This is an optimization exercise on Yosys and OpenROAD, whose aim is small area, a short achievable clock period and few clock cycles, not a production implementation.
Where RTL was checked, it was by simulation tests only, not by an equivalence proof against the original.

==> v20 <==
==> flow/design.v <==
package flexka_pkg;
  typedef logic [16-1:0] word_t;
  typedef logic [$clog2(8):0] in_addr_t;
  typedef logic [$clog2(16)-1:0] out_addr_t;
  typedef logic [31:0] cycle_t;
  typedef enum logic [2:0] {
    NONE    = 3'd0,
    SIZE_A  = 3'd1,
    SIZE_B  = 3'd2,
    DATA_A  = 3'd3,
    DATA_B  = 3'd4,
    OUTADDR = 3'd5,
    START   = 3'd6
  } command_e;
  typedef enum logic [1:0] {
    IDLE, CLEAR, MULTIPLY, FLUSH
  } state_e;
endpackage
`timescale 1ns/100ps
module flexka (
  input  logic        clk,
  input  logic        rstn,
  input  logic        cmd_valid,
  input  logic [2:0]  cmd,
  input  logic [15:0] cmd_data,
  output logic [1:0]  flexka_state,
  output logic [15:0] out_data,
  output logic [31:0] elapsed_cycles
);
  localparam logic [2:0] C_SIZE_A = 3'd1, C_SIZE_B = 3'd2, C_DATA_A = 3'd3,
                         C_DATA_B = 3'd4, C_OUTADDR = 3'd5, C_START = 3'd6;
  localparam int AW = 37;
  function automatic logic [63:0] csa32(input logic [31:0] x, y, z);
    csa32 = {((x & y) | (x & z) | (y & z)) << 1, x ^ y ^ z};
  endfunction
  function automatic logic [2*AW-1:0] csaw(input logic [AW-1:0] x, y, z);
    csaw = {((x & y) | (x & z) | (y & z)) << 1, x ^ y ^ z};
  endfunction
  logic [15:0] mem_a [8];
  logic [15:0] mem_b [8];
  logic [2:0]  ptr_a, ptr_b;
  logic [3:0]  size_a, size_b;
  logic start;
  assign start = cmd_valid && cmd == C_START && !flexka_state[0];
  always_ff @(posedge clk) begin
    if (!rstn) begin
      ptr_a <= '0;
      ptr_b <= '0;
    end else if (cmd_valid) begin
      case (cmd)
        C_SIZE_A: ptr_a <= '0;
        C_SIZE_B: ptr_b <= '0;
        C_DATA_A: ptr_a <= ptr_a + 3'd1;
        C_DATA_B: ptr_b <= ptr_b + 3'd1;
        default: ;
      endcase
    end
  end
  always_ff @(posedge clk) begin
    if (cmd_valid && cmd == C_SIZE_A) size_a <= cmd_data[3:0];
    if (cmd_valid && cmd == C_SIZE_B) size_b <= cmd_data[3:0];
    for (int k = 0; k < 8; k++) begin
      if (cmd_valid && cmd == C_DATA_A && ptr_a == 3'(k)) mem_a[k] <= cmd_data;
      if (cmd_valid && cmd == C_DATA_B && ptr_b == 3'(k)) mem_b[k] <= cmd_data;
    end
  end
  logic        act, a_first;
  logic [2:0]  ci, cj, ci0, cj0;
  logic [15:0] opa, opb;
  logic [2:0]  na1, nb1;
  logic        ce, last;
  logic [2:0]  ni, nj, ni0, nj0;
  assign na1  = size_a[2:0] - 3'd1;
  assign nb1  = size_b[2:0] - 3'd1;
  assign ce   = (ci == na1) || (cj == 3'd0);
  assign last = ce && (ci0 == na1) && (cj0 == nb1);
  always_comb begin
    ni = '0; nj = '0; ni0 = '0; nj0 = '0;
    if (act && !last) begin
      if (!ce) begin
        ni = ci + 3'd1; nj = cj - 3'd1; ni0 = ci0; nj0 = cj0;
      end else if (cj0 != nb1) begin
        ni = ci0; nj = cj0 + 3'd1; ni0 = ci0; nj0 = cj0 + 3'd1;
      end else begin
        ni = ci0 + 3'd1; nj = cj0; ni0 = ci0 + 3'd1; nj0 = cj0;
      end
    end
  end
  always_ff @(posedge clk) begin
    if (!rstn) act <= 1'b0;
    else if (start) act <= 1'b1;
    else if (last) act <= 1'b0;
    a_first <= start;
    ci  <= ni;
    cj  <= nj;
    ci0 <= ni0;
    cj0 <= nj0;
    opa <= mem_a[ni];
    opb <= mem_b[nj];
  end
  logic [31:0] pp [16];
  logic [31:0] l1 [11];
  logic [31:0] l2 [8];
  logic [31:0] l3 [6];
  logic [31:0] l4 [4];
  always_comb begin
    for (int k = 0; k < 16; k++) pp[k] = opb[k] ? (32'(opa) << k) : 32'd0;
    for (int g = 0; g < 5; g++) {l1[2*g+1], l1[2*g]} = csa32(pp[3*g], pp[3*g+1], pp[3*g+2]);
    l1[10] = pp[15];
    for (int g = 0; g < 3; g++) {l2[2*g+1], l2[2*g]} = csa32(l1[3*g], l1[3*g+1], l1[3*g+2]);
    l2[6] = l1[9];
    l2[7] = l1[10];
    for (int g = 0; g < 2; g++) {l3[2*g+1], l3[2*g]} = csa32(l2[3*g], l2[3*g+1], l2[3*g+2]);
    l3[4] = l2[6];
    l3[5] = l2[7];
    for (int g = 0; g < 2; g++) {l4[2*g+1], l4[2*g]} = csa32(l3[3*g], l3[3*g+1], l3[3*g+2]);
  end
  logic [31:0]   br [4];
  logic          b_v, b_first, b_ce, b_last;
  logic [AW-1:0] acc_s, acc_c;
  always_ff @(posedge clk) begin
    if (!rstn) b_v <= 1'b0;
    else b_v <= act;
    b_first <= a_first;
    b_ce    <= ce;
    b_last  <= last;
    for (int k = 0; k < 4; k++) br[k] <= l4[k];
  end
  logic [AW-1:0] x_s, x_c, t1s, t1c, t2s, t2c, t3s, t3c, t4s, t4c;
  always_comb begin
    x_s = b_first ? '0 : acc_s;
    x_c = b_first ? '0 : acc_c;
    {t1c, t1s} = csaw(AW'(br[0]), AW'(br[1]), AW'(br[2]));
    {t2c, t2s} = csaw(AW'(br[3]), x_s, x_c);
    {t3c, t3s} = csaw(t1s, t1c, t2s);
    {t4c, t4s} = csaw(t2c, t3s, t3c);
  end
  logic        c_v, c_last;
  logic [15:0] e_s, e_c;
  always_ff @(posedge clk) begin
    if (!rstn) c_v <= 1'b0;
    else c_v <= b_v && b_ce;
    c_last <= b_last;
    e_s <= t4s[15:0];
    e_c <= t4c[15:0];
    if (b_v) begin
      if (b_ce) begin
        acc_s <= AW'(t4s[AW-1:16]);
        acc_c <= AW'(t4c[AW-1:16]);
      end else begin
        acc_s <= t4s;
        acc_c <= t4c;
      end
    end
  end
  logic [3:0]  wk;
  logic        cout_r;
  logic [15:0] mem_p [15];
  logic [16:0] wsum;
  assign wsum = 17'(e_s) + 17'(e_c) + 17'(cout_r);
  always_ff @(posedge clk) begin
    if (start) begin
      wk     <= '0;
      cout_r <= 1'b0;
    end else if (c_v) begin
      wk     <= wk + 4'd1;
      cout_r <= wsum[16];
    end
    for (int k = 0; k < 15; k++)
      if (c_v && wk == 4'(k)) mem_p[k] <= wsum[15:0];
  end
  logic       busy;
  logic [6:0] cnt;
  always_ff @(posedge clk) begin
    if (!rstn) begin
      busy <= 1'b0;
      cnt  <= '0;
    end else begin
      if (start) busy <= 1'b1;
      else if (c_v && c_last) busy <= 1'b0;
      if (start) cnt <= '0;
      else if (busy) cnt <= cnt + 7'd1;
    end
  end
  logic [3:0]  ra0, ra1;
  logic [15:0] out_q, top;
  assign top = acc_s[15:0] + acc_c[15:0] + 16'(cout_r);
  always_ff @(posedge clk) begin
    if (!rstn) begin
      ra0 <= '0;
      ra1 <= '0;
    end else begin
      if (cmd_valid && cmd == C_OUTADDR) ra0 <= cmd_data[3:0];
      ra1 <= ra0;
    end
    if (ra1 == wk) out_q <= top;
    else if (ra1 < wk) out_q <= mem_p[ra1];
    else out_q <= '0;
  end
  assign flexka_state   = {1'b0, busy};
  assign out_data       = out_q;
  assign elapsed_cycles = {25'b0, cnt};
endmodule
==> flow/run.sh <==
#!/bin/bash
# synth_recipe.tcl (not shown) runs the flow's synth.tcl, then flattens the netlist and writes it again
# the make line also repeats each setting of config.mk as NAME=value (left out here)
make -C /OpenROAD-flow-scripts/flow DESIGN_CONFIG=/design/flow/config.mk WORK_HOME=/design/flow/orfs CLKGATE_MAP_FILE= SYNTH_SCRIPT=/design/flow/synth_recipe.tcl finish
==> flow/config.mk <==
export PLATFORM = sky130hd
export DESIGN_NAME = flexka
export DESIGN_NICKNAME = flexka
export VERILOG_FILES = /design/flow/design.v
export SDC_FILE = /design/flow/constraint.sdc
export NUM_CORES = 4
export LEC_CHECK = 0
export CAP_MARGIN = 20
export CORE_MARGIN = 2
export CORE_UTILIZATION = 40
export SLEW_MARGIN = 20
==> flow/constraint.sdc <==
create_clock -name core_clock -period 8.0 [get_ports {clk}]
set_input_delay 1.6000 -clock core_clock [delete_from_list [all_inputs] [get_ports {clk}]]
set_output_delay 1.6000 -clock core_clock [all_outputs]
set_load 0.01 [all_outputs]
==> inputs of v25, as changes to v20 <==
--- a/flow/design.v
+++ b/flow/design.v
@@ -40,5 +40,5 @@
   logic [15:0] mem_b [8];
   logic [2:0]  ptr_a, ptr_b;
-  logic [3:0]  size_a, size_b;
+  logic [2:0]  na1, nb1;   
   logic start;
   assign start = cmd_valid && cmd == C_START && !flexka_state[0];
@@ -58,6 +58,6 @@
   end
   always_ff @(posedge clk) begin
-    if (cmd_valid && cmd == C_SIZE_A) size_a <= cmd_data[3:0];
-    if (cmd_valid && cmd == C_SIZE_B) size_b <= cmd_data[3:0];
+    if (cmd_valid && cmd == C_SIZE_A) na1 <= cmd_data[2:0] - 3'd1;
+    if (cmd_valid && cmd == C_SIZE_B) nb1 <= cmd_data[2:0] - 3'd1;
     for (int k = 0; k < 8; k++) begin
       if (cmd_valid && cmd == C_DATA_A && ptr_a == 3'(k)) mem_a[k] <= cmd_data;
@@ -68,9 +68,6 @@
   logic [2:0]  ci, cj, ci0, cj0;
   logic [15:0] opa, opb;
-  logic [2:0]  na1, nb1;
   logic        ce, last;
   logic [2:0]  ni, nj, ni0, nj0;
-  assign na1  = size_a[2:0] - 3'd1;
-  assign nb1  = size_b[2:0] - 3'd1;
   assign ce   = (ci == na1) || (cj == 3'd0);
   assign last = ce && (ci0 == na1) && (cj0 == nb1);
ABC_CLOCK_PERIOD_IN_PS = 2800   (was unset)
SETUP_SLACK_MARGIN = 5   (was unset)
==> inputs of v8, as changes to v20 <==
--- a/flow/design.v
+++ b/flow/design.v
@@ -136,12 +136,10 @@
     {t4c, t4s} = csaw(t2c, t3s, t3c);
   end
-  logic        c_v, c_last;
-  logic [15:0] e_s, e_c;
+  logic [3:0]  wk;
+  logic        cout_r;
+  logic [15:0] mem_p [15];
+  logic [16:0] wsum;
+  assign wsum = 17'(t4s[15:0]) + 17'(t4c[15:0]) + 17'(cout_r);
   always_ff @(posedge clk) begin
-    if (!rstn) c_v <= 1'b0;
-    else c_v <= b_v && b_ce;
-    c_last <= b_last;
-    e_s <= t4s[15:0];
-    e_c <= t4c[15:0];
     if (b_v) begin
       if (b_ce) begin
@@ -153,20 +151,13 @@
       end
     end
-  end
-  logic [3:0]  wk;
-  logic        cout_r;
-  logic [15:0] mem_p [15];
-  logic [16:0] wsum;
-  assign wsum = 17'(e_s) + 17'(e_c) + 17'(cout_r);
-  always_ff @(posedge clk) begin
     if (start) begin
       wk     <= '0;
       cout_r <= 1'b0;
-    end else if (c_v) begin
+    end else if (b_v && b_ce) begin
       wk     <= wk + 4'd1;
       cout_r <= wsum[16];
     end
     for (int k = 0; k < 15; k++)
-      if (c_v && wk == 4'(k)) mem_p[k] <= wsum[15:0];
+      if (b_v && b_ce && wk == 4'(k)) mem_p[k] <= wsum[15:0];
   end
   logic       busy;
@@ -178,5 +169,5 @@
     end else begin
       if (start) busy <= 1'b1;
-      else if (c_v && c_last) busy <= 1'b0;
+      else if (b_v && b_last) busy <= 1'b0;
       if (start) cnt <= '0;
       else if (busy) cnt <= cnt + 7'd1;
ABC_CLOCK_PERIOD_IN_PS = 2800   (was unset)
SETUP_SLACK_MARGIN = 5   (was unset)
==> results.json <==
{
  "period_minus_slack_ns": 2.99,
  "status": "finished clean",
  "die_area_sq_um": 96400,
  "ctsResizeCount": 142,
  "firstDrtPassIters": 7,
  "dp_hpwl_microns": 62100
}
That was v25.
==> results.json <==
{
  "status": "finished clean",
  "firstDrtPassIters": 9,
  "ctsResizeCount": 0,
  "slowest_delay_ns": 0.69,
  "dp_hpwl_microns": 61800,
  "die_area_sq_um": 97500,
  "period_minus_slack_ns": 3.94
}
That was v20.
==> results.json <==
{
  "dp_hpwl_microns": 61900,
  "ctsResizeCount": 213,
  "status": "finished clean",
  "period_minus_slack_ns": 3.99,
  "die_area_sq_um": 96500,
  "firstDrtPassIters": 6,
  "synth_top_family_by_area": "adder cells",
  "leakagePower_nw": 17.2
}
That was v8.
Testbench counts of v20, summed over its fixed seeds: cycles 14,268.
Testbench counts of v25, summed over its fixed seeds: cycles 14,268.
Function not checked in v8: the RTL went through the layout flow alone.

## separate check: timing with driven ports
Ports are ideal in the flow. The routed layouts listed here were re-timed in OpenROAD.
Step 1 assumes that a clkbuf_16 drives the clock port and a buf_2 every other input.
Step 2 moves the port delays by t, midway between the first and last clock arrival at a register: inputs arrive t later, outputs are due t later. That takes back most of the time a late clock gives input paths.
a / b / c = ideal / step 1 / step 2; a / b = the first two.
run | t (ns) | slack for setup (ns) | clock arrival spread, ns
v20 | 0.707 | 4.059 / 4.059 / 3.787 | 0.055 / 0.055
v25 | 0.714 | 5.013 / 5.000 / 4.332 | 0.038 / 0.038
v8 | 0.703 | 4.009 / 4.009 / 4.009 | 0.040 / 0.040
After both steps setup and hold are still met in every run listed. For v25, which loses most, drivers alone change the setup slack by -0.013 ns; drivers and shift together by -0.681 ns.
